This design comes from an exercise in tuning for a short achievable clock period and few clock cycles on the open sky130 flow, not from production work. In this exercise RTL edits were held to simulation tests only and were not proved equivalent to the original. Power is estimated from default activity; no workload was simulated.

==> design/flow/design.v <==
package pipePkg;
	localparam int DATA_WIDTH = 16;
	localparam int REG_COUNT = 16;
	localparam int IMEM_DEPTH = 64;
	localparam int INSTR_WIDTH = 32;
	localparam int REG_ID_WIDTH = $clog2(REG_COUNT);
	localparam int PC_WIDTH = $clog2(IMEM_DEPTH);
	localparam int MOV_BIT = 31;
	localparam int SUB3_BIT = 30;
	localparam int ADD4_BIT = 29;
	localparam int ADD1_BIT = 28;
	localparam int DST_LSB = 4;
	localparam int SRC_LSB = 0;
	typedef logic [DATA_WIDTH-1:0] dataT;
	typedef logic [REG_ID_WIDTH-1:0] regIdT;
	typedef logic [PC_WIDTH-1:0] pcT;
	typedef logic [INSTR_WIDTH-1:0] instrT;
	localparam dataT SUB_AMOUNT = dataT'(3);
	localparam dataT ADD_AMOUNT = dataT'(4);
	typedef struct packed {
		logic mov;
		logic sub3;
		logic add4;
		logic add1;
	} opFlagsT;
	typedef struct packed {
		opFlagsT ops;
		regIdT dst;
		dataT srcData;
		logic matchEx1;
		logic matchEx2;
	} idEx1T;
	typedef struct packed {
		opFlagsT ops;
		regIdT dst;
		dataT data;
		logic matchEx1;
	} ex1Ex2T;
	typedef struct packed {
		logic write;
		regIdT dst;
		dataT data;
	} wbT;
endpackage
`timescale 1ns/1ns
module fetchStage (
	input logic CLK,
	input logic RSTB,
	input logic imemWrite,
	input pipePkg::pcT imemAddr,
	input pipePkg::instrT imemData,
	input logic run,
	input logic stall,
	output pipePkg::opFlagsT idOps,
	output pipePkg::regIdT idSrc,
	output pipePkg::regIdT idDst
);
	pipePkg::instrT imem [pipePkg::IMEM_DEPTH];
	pipePkg::pcT pc;
	pipePkg::instrT fetchWord;
	always_ff @(posedge CLK)
	begin
		if (imemWrite)
			imem[imemAddr] <= imemData;
	end
	assign fetchWord = imem[pc];
	always_ff @(posedge CLK or negedge RSTB)
	begin
		if (!RSTB)
		begin
			pc <= '0;
			idOps <= '0;
			idSrc <= '0;
			idDst <= '0;
		end
		else if (!run)
		begin
			idOps <= '0;
		end
		else if (!stall)
		begin
			pc <= pc + 1'b1;
			idOps.mov <= fetchWord[pipePkg::MOV_BIT];
			idOps.sub3 <= fetchWord[pipePkg::SUB3_BIT];
			idOps.add4 <= fetchWord[pipePkg::ADD4_BIT];
			idOps.add1 <= fetchWord[pipePkg::ADD1_BIT];
			idSrc <= fetchWord[pipePkg::SRC_LSB +: pipePkg::REG_ID_WIDTH];
			idDst <= fetchWord[pipePkg::DST_LSB +: pipePkg::REG_ID_WIDTH];
		end
	end
endmodule
`timescale 1ns/1ns
module decodeStage (
	input logic CLK,
	input logic RSTB,
	input pipePkg::opFlagsT idOps,
	input pipePkg::regIdT idSrc,
	input pipePkg::regIdT idDst,
	input pipePkg::ex1Ex2T ex2,
	input pipePkg::wbT wb,
	output logic stall,
	output pipePkg::idEx1T ex1
);
	pipePkg::dataT regFile [pipePkg::REG_COUNT];
	pipePkg::dataT srcData;
	logic matchEx1;
	logic matchEx2;
	always_ff @(posedge CLK or negedge RSTB)
	begin
		if (!RSTB)
		begin
			for (int i = 0; i < pipePkg::REG_COUNT; i++)
				regFile[i] <= '0;
		end
		else if (wb.write)
		begin
			regFile[wb.dst] <= wb.data;
		end
	end
	always_comb
	begin
		if (wb.write && (wb.dst == idSrc))
			srcData = wb.data;
		else
			srcData = regFile[idSrc];
	end
	assign matchEx1 = (idSrc == ex1.dst);
	assign matchEx2 = (idSrc == ex2.dst);
	assign stall = matchEx1 && (idOps.sub3 || idOps.add1)
		&& (ex1.ops.add4 || ex1.ops.add1);
	always_ff @(posedge CLK or negedge RSTB)
	begin
		if (!RSTB)
		begin
			ex1 <= '0;
		end
		else
		begin
			ex1.ops <= stall ? '0 : idOps;
			ex1.dst <= idDst;
			ex1.srcData <= srcData;
			ex1.matchEx1 <= matchEx1;
			ex1.matchEx2 <= matchEx2;
		end
	end
endmodule
`timescale 1ns/1ns
module ex1Stage (
	input logic CLK,
	input logic RSTB,
	input pipePkg::idEx1T ex1,
	input pipePkg::dataT ex2ForwardData,
	input pipePkg::wbT wb,
	output pipePkg::ex1Ex2T ex2
);
	logic takeEx2;
	logic takeWb;
	pipePkg::dataT operand;
	pipePkg::dataT result;
	assign takeEx2 = ex1.matchEx1 && (ex2.ops.sub3 || ex2.ops.mov);
	assign takeWb = ex1.matchEx2 && wb.write;
	always_comb
	begin
		if (takeEx2)
			operand = ex2ForwardData;
		else if (takeWb)
			operand = wb.data;
		else
			operand = ex1.srcData;
	end
	always_comb
	begin
		if (ex1.ops.sub3 || ex1.ops.add1)
			result = operand - pipePkg::SUB_AMOUNT;
		else
			result = operand;
	end
	always_ff @(posedge CLK or negedge RSTB)
	begin
		if (!RSTB)
		begin
			ex2 <= '0;
		end
		else
		begin
			ex2.ops <= ex1.ops;
			ex2.dst <= ex1.dst;
			ex2.data <= result;
			ex2.matchEx1 <= ex1.matchEx1;
		end
	end
endmodule
`timescale 1ns/1ns
module ex2Stage (
	input logic CLK,
	input logic RSTB,
	input pipePkg::ex1Ex2T ex2,
	input pipePkg::wbT wb,
	output pipePkg::dataT ex2ForwardData,
	output pipePkg::wbT wbOut
);
	logic takeWb;
	pipePkg::dataT result;
	assign takeWb = ex2.matchEx1 && (ex2.ops.add4 || ex2.ops.mov) && wb.write;
	assign ex2ForwardData = takeWb ? wb.data : ex2.data;
	always_comb
	begin
		if (ex2.ops.add4 || ex2.ops.add1)
			result = ex2ForwardData + pipePkg::ADD_AMOUNT;
		else
			result = ex2ForwardData;
	end
	always_ff @(posedge CLK or negedge RSTB)
	begin
		if (!RSTB)
		begin
			wbOut <= '0;
		end
		else
		begin
			wbOut.write <= |ex2.ops;
			wbOut.dst <= ex2.dst;
			wbOut.data <= result;
		end
	end
endmodule
`timescale 1ns/1ns
module pipelineTop (
	input logic CLK,
	input logic RSTB,
	input logic imemWrite,
	input logic [5:0] imemAddr,
	input logic [31:0] imemData,
	input logic run,
	output logic wbWrite,
	output logic [3:0] wbDst,
	output logic [15:0] wbData
);
	pipePkg::opFlagsT idOps;
	pipePkg::regIdT idSrc;
	pipePkg::regIdT idDst;
	pipePkg::idEx1T ex1;
	pipePkg::ex1Ex2T ex2;
	pipePkg::wbT wb;
	logic stall;
	pipePkg::dataT ex2ForwardData;
	assign wbWrite = wb.write;
	assign wbDst = wb.dst;
	assign wbData = wb.data;
	fetchStage i_fetchStage (
		.CLK(CLK),
		.RSTB(RSTB),
		.imemWrite(imemWrite),
		.imemAddr(imemAddr),
		.imemData(imemData),
		.run(run),
		.stall(stall),
		.idOps(idOps),
		.idSrc(idSrc),
		.idDst(idDst)
	);
	decodeStage i_decodeStage (
		.CLK(CLK),
		.RSTB(RSTB),
		.idOps(idOps),
		.idSrc(idSrc),
		.idDst(idDst),
		.ex2(ex2),
		.wb(wb),
		.stall(stall),
		.ex1(ex1)
	);
	ex1Stage i_ex1Stage (
		.CLK(CLK),
		.RSTB(RSTB),
		.ex1(ex1),
		.ex2ForwardData(ex2ForwardData),
		.wb(wb),
		.ex2(ex2)
	);
	ex2Stage i_ex2Stage (
		.CLK(CLK),
		.RSTB(RSTB),
		.ex2(ex2),
		.wb(wb),
		.ex2ForwardData(ex2ForwardData),
		.wbOut(wb)
	);
endmodule
==> design/flow/run.sh <==
#!/bin/bash
# synth_recipe.tcl (not shown) runs the flow's synth.tcl, then flattens the netlist and writes it again
# the make line also repeats each setting of config.mk as NAME=value (left out here)
make -C /OpenROAD-flow-scripts/flow DESIGN_CONFIG=/design/flow/config.mk WORK_HOME=/design/flow/orfs CLKGATE_MAP_FILE= SYNTH_SCRIPT=/design/flow/synth_recipe.tcl finish
==> design/flow/config.mk <==
export PLATFORM = sky130hd
export DESIGN_NAME = pipelineTop
export DESIGN_NICKNAME = pipelineTop
export VERILOG_FILES = /design/flow/design.v
export SDC_FILE = /design/flow/constraint.sdc
export NUM_CORES = 4
export LEC_CHECK = 0
export CAP_MARGIN = 20
export CORE_MARGIN = 2
export CORE_UTILIZATION = 40
export SLEW_MARGIN = 20
==> design/flow/constraint.sdc <==
create_clock -name core_clock -period 3.6 [get_ports {CLK}]
set_input_delay 0.7200 -clock core_clock [delete_from_list [all_inputs] [get_ports {CLK}]]
set_output_delay 0.7200 -clock core_clock [all_outputs]
set_load 0.01 [all_outputs]
==> run summary <==
The count of port buffers added during placement came out at 42. CTS placed an instance of sky130_fd_sc_hd__clkbuf_16 at the clock tree root. The insertion delay of the later-clocked pin in the worst-skew pair is 0.72 ns.

The mapped netlist covers 0.04557 mm^2. TritonCTS built the clock tree. In the routed design, unresolved DRC markers number 0. Buffers inserted to repair hold after CTS numbered 0.

Traced cell by cell, the critical path runs through o21ai_2 > nand2_1 > buf_4 > o221a_2 > ha_1 > nor2_1 > nor4b_4 > nand3_1 > xnor2_1. The number of H-tree levels came out at 3. The fraction of final layout cells with drive strength greater than 1 is 31.99%.

After detailed routing, the number of vias per cell comes to 5.667. The post-CTS resize count is 0. Entering global routing, the biggest net connects 96 pins.

On the worst path, the slowest cell contributes a delay of 0.62 ns. The worst register-to-register path has a depth of 9. The maximum fanout along the worst path came out at 18. The area of the core region is 0.1128 mm^2. The critical register-to-register path endpoint is i_ex1Stage.ex2[15]. The commonest cells after synthesis are sky130_fd_sc_hd__edfxtp_1 (768), sky130_fd_sc_hd__dfrtp_1 (346), sky130_fd_sc_hd__mux2_2 (278). The global-route wire length before repair came out at 167400 um. The count of standard-cell rows came out at 123. The initial antenna violation count is 6. The layout-stage area growth over the synthesis result is 14.23%. The worst setup path is launched from a register.

The number of warnings reported in the yosys synthesis log came out at 5. The final hold slack is 0.03078 ns. The die footprint came out at 0.1167 mm^2. The cell count after synthesis is 2563. Data on the critical path arrives at its endpoint at 3.73 ns. After the last flow step, the layout net total stands at 2748.

The post-synthesis net count came out at 2607. The largest individual stage delay along the critical path comes from the cell sky130_fd_sc_hd__o21ai_2. The final clock period utilization by the worst path is 88.71%. The starting density of the core came out at 40.40%.

The number of buffers created by CTS is 113. The clock input transition at the sequential cells of the worst setup and hold paths is 0.06 ns. The power density over the cells is 799.7 mW/mm^2.

The deepest clock path buffer count came out at 3. The setup violation total in the final timing report came out at 0. For the pin with the worst max-slew slack, the measured transition is 1.094 ns.

After detailed routing, the total wire length is 112100 um. The distinct cell type count after synthesis came out at 75. The combinational share of power came out at 31.4%. Detailed placement finished with a half-perimeter wire length of 70820 um. Across every metal layer, demand over resource in global routing totals 19.31%. The post-synthesis sequential element count came out at 1114. The number of nets with antenna violations after detailed routing came out at 0. The tightest slew margin relative to the limit is 26.86%. The mean cell area of the mapped netlist came out at 17.78 um^2.

In this run the critical register-to-register path is launched from i_ex1Stage.ex2[24]. The detailed router finished its first iteration with 2194 violations. Counting flops with a built-in enable in the synthesized netlist gives 768. The number of setup buffers added after CTS is 0. In the synthesized netlist the dominant register cell turns out to be sky130_fd_sc_hd__edfxtp_1. The number of max-slew violations in the final report is 0. The largest vdd supply drop is 0.0004525 V.

Counting flops with an async set or reset pin after synthesis yields a share of 31.06%. The count of final hold-check violations came to 0. The synthesized design spends more area on one cell type than any other, namely sky130_fd_sc_hd__edfxtp_1. Measured along the x axis, the die boundary spans 341.5 um. The post-detailed-route wirelength per cell came out at 26.05 um. After synthesis, the cell types taking the most area are sky130_fd_sc_hd__edfxtp_1 (51%), sky130_fd_sc_hd__dfrtp_1 (19%), sky130_fd_sc_hd__mux4_2 (11%). STA puts the critical path data required time at 4.14 ns. The setup check on the worst reg-to-reg path leaves a slack of 0.41 ns. The congestion estimate from routability-driven global placement came to 0.8482.

The total net switching power came out at 13.55 mW. Counting every sink on the clock net gives 1114. Yosys instantiated no cell more often than sky130_fd_sc_hd__edfxtp_1.

Of the total power, the share spent switching nets is 32.54%. For this run the aggregate overflow at the end of global routing stands at 0. Sequential cells were found to cover 69.60% of the synthesized design area.

The number of primary I/O pins came out at 63. Setup repair after global routing left no endpoint under its margin. The total of max-cap violations is 0. The register share of total power is 41.1%.

The detailed-router iteration count before antenna repair came out at 5. For this run, the top clock speed supported by timing is 313.1 MHz. The flow ran to the end and the layout has no timing, DRC or antenna violations. STA classifies the critical path endpoint as a register.

Measured along the y axis, the die boundary spans 341.5 um. The worst setup path is of the reg -> reg kind. In this run the biggest area consumer among cell types represents 50.60% of the synthesized area.

The leakage power is 18.41 nW. The internal portion of the total power is 28.09 mW. The final period demand of the worst path came out at 3.194 ns. The via count of the first global-routing pass is 25435. The vias after detailed routing came out at 24381.

The final sum of negative setup slack came out at 0 ns. The proportion of power drawn by the clock network came out at 27.5%. The worst hold-check path type is in -> async. The worst clock skew is 0.07483 ns.
metrics by stage:
step	utilization, %	area (um^2)	total power, mW	setup WS, ns	cells
2_1_floorplan	-	45580	25.68	0.8307	2563
3_3_place_gp	42.92	48410	30.15	0.5851	4089
3_5_place_dp	42.92	48410	30.47	0.5468	4089
4_1_cts	46.14	52040	41.91	0.4757	4301
5_1_grt	46.15	52060	43.45	0.2090	4302
6_report	46.15	52060	41.63	0.4064	4302
how the worst max path moves through the flow:
stage / startpoint / to / slack (ns) / cells after the start
6_report: i_ex1Stage.ex2[24] / i_ex1Stage.ex2[15] / 0.41 / 9
5_1_grt: i_ex1Stage.ex2[24] / i_ex1Stage.ex2[15] / 0.21 / 9
4_1_cts: i_ex1Stage.ex2[24] / i_ex1Stage.ex2[15] / 0.48 / 9
3_5_place_dp: i_ex1Stage.ex2[24] / i_ex1Stage.ex2[13] / 0.55 / 9
3_3_place_gp: imemAddr[2] / i_fetchStage.imem[60][1] / 0.59 / 5
2_1_floorplan: imemAddr[2] / i_fetchStage.imem[28][0] / 0.83 / 5
power groups by stage:
stage,Clock (mW),Combinational [mW],Sequential [mW]
2_1_floorplan,0,9.17,16.5
3_3_place_gp,0,12.9,17.3
3_5_place_dp,0,13.1,17.4
4_1_cts,11.6,13.1,17.1
5_1_grt,12.2,13.9,17.3
6_report,11.4,13.1,17.1
kinds of logic after synthesis:
family	synth area share, %
AOI/OAI and AO/OA	4.129
xor gates and xnor gates	0.9417
adders and majority gates	0.05490
buffers and inverters	1.960
DFF	69.60
muxes	18.64
and+or+nand+nor	4.678
worst max-delay path, delay by kind of cell (launching register included):
family,cells,cell delay (ns)
and+or+nand+nor,4,1.12
AOI/OAI and AO/OA,2,0.90
DFF,1,0.41
buffers and inverters,1,0.29
adders and majority gates,1,0.20
xor gates and xnor gates,1,0.16
sequential cells by signal (all words and copies together) (netlist names):
register	flops
i_decodeStage.ex1	26
i_fetchStage.idSrc	4
i_ex1Stage.ex2	25
i_fetchStage.idDst	4
i_fetchStage.imem	768
i_decodeStage.regFile	256
i_ex2Stage.wbOut	21
i_fetchStage.pc	6
i_fetchStage.idOps	4
metal layers:
metal,share of wire (%),global-route usage (%),vias up
met1,42,26.23,13068
met4,3.3,6.700,6
met2,49,31.48,689
met3,5.5,3.378,181
li1,-,-,10437
met5,0.031,0,-
placed cells by master (no fill, tap or decap), types with 8 or more instances in the layout:
| cell | synthesis | routed |
|---|---|---|
| sky130_fd_sc_hd__edfxtp_1 | 768 | 768 |
| sky130_fd_sc_hd__dfrtp_1 | 346 | 338 |
| sky130_fd_sc_hd__mux2_2 | 278 | 278 |
| sky130_fd_sc_hd__mux4_2 | 213 | 213 |
| sky130_fd_sc_hd__buf_4 | 28 | 163 |
| sky130_fd_sc_hd__nor2_1 | 122 | 115 |
| sky130_fd_sc_hd__clkbuf_16 | 0 | 115 |
| sky130_fd_sc_hd__nand2_1 | 84 | 84 |
| sky130_fd_sc_hd__mux2i_1 | 55 | 55 |
| sky130_fd_sc_hd__a22oi_1 | 44 | 44 |
| sky130_fd_sc_hd__nand3_1 | 41 | 41 |
| sky130_fd_sc_hd__o21ai_0 | 29 | 29 |
| sky130_fd_sc_hd__clkdlybuf4s50_1 | 0 | 29 |
| sky130_fd_sc_hd__clkinv_2 | 0 | 28 |
| sky130_fd_sc_hd__a21oi_1 | 26 | 26 |
| sky130_fd_sc_hd__xnor2_1 | 26 | 26 |
| sky130_fd_sc_hd__nand4_1 | 25 | 25 |
| sky130_fd_sc_hd__nor2b_1 | 26 | 25 |
| sky130_fd_sc_hd__clkinv_1 | 0 | 24 |
| sky130_fd_sc_hd__xor2_1 | 23 | 23 |
| sky130_fd_sc_hd__a22o_1 | 18 | 18 |
| sky130_fd_sc_hd__clkbuf_1 | 89 | 18 |
| sky130_fd_sc_hd__or3_1 | 16 | 16 |
| sky130_fd_sc_hd__o211ai_1 | 15 | 15 |
| sky130_fd_sc_hd__a221oi_1 | 15 | 15 |
| sky130_fd_sc_hd__nand2b_1 | 14 | 14 |
| sky130_fd_sc_hd__o22ai_1 | 14 | 14 |
| sky130_fd_sc_hd__nor3_1 | 13 | 12 |
| sky130_fd_sc_hd__o221a_2 | 12 | 12 |
| sky130_fd_sc_hd__nand3b_1 | 12 | 12 |
| sky130_fd_sc_hd__and3_1 | 10 | 10 |
| sky130_fd_sc_hd__and2_1 | 10 | 10 |
| sky130_fd_sc_hd__clkinvlp_4 | 0 | 10 |
| sky130_fd_sc_hd__buf_12 | 0 | 10 |
| sky130_fd_sc_hd__a32oi_1 | 9 | 9 |
| sky130_fd_sc_hd__a31oi_1 | 9 | 9 |
| sky130_fd_sc_hd__a211oi_1 | 9 | 9 |
| sky130_fd_sc_hd__bufinv_16 | 0 | 8 |
final cells by class:
cell class | instances | area, um^2
tap | 1500 | 1877
antenna | 1 | 2.502
inverter | 6 | 22.52
clock inverter | 77 | 658.1
timing repair buffer | 209 | 1759
clock buffer | 135 | 2973
multi-input combinational | 1260 | 13030
fill | 9561 | 60740
sequential | 1114 | 31740
Testbench counts, summed over its fixed seeds: cycles 7,880.

==> afterwards: timing with drivers on the ports <==
Ports are ideal in the flow. The routed layout listed here was re-timed in OpenROAD.
Step 1, drivers: a clkbuf_16 drives CLK and a buf_2 each remaining input, both assumed.
Step 2, shift: input delay + t, output delay - t, t = (earliest + latest rising clock arrival at the registers) / 2. This alone moves slack from input paths to output paths.
a / b / c = ideal / step 1 / step 2; a / b = the first two.
shift t [ns]: 0.750
setup slack, ns: 0.406 / 0.406 / 0.406
worst setup path at the end: register to register
cell pins on the clock port's net: 1
After both steps this run still meets setup and hold. The setup slack of this run moves by 0.000 ns with the drivers and by 0.000 ns with both steps.
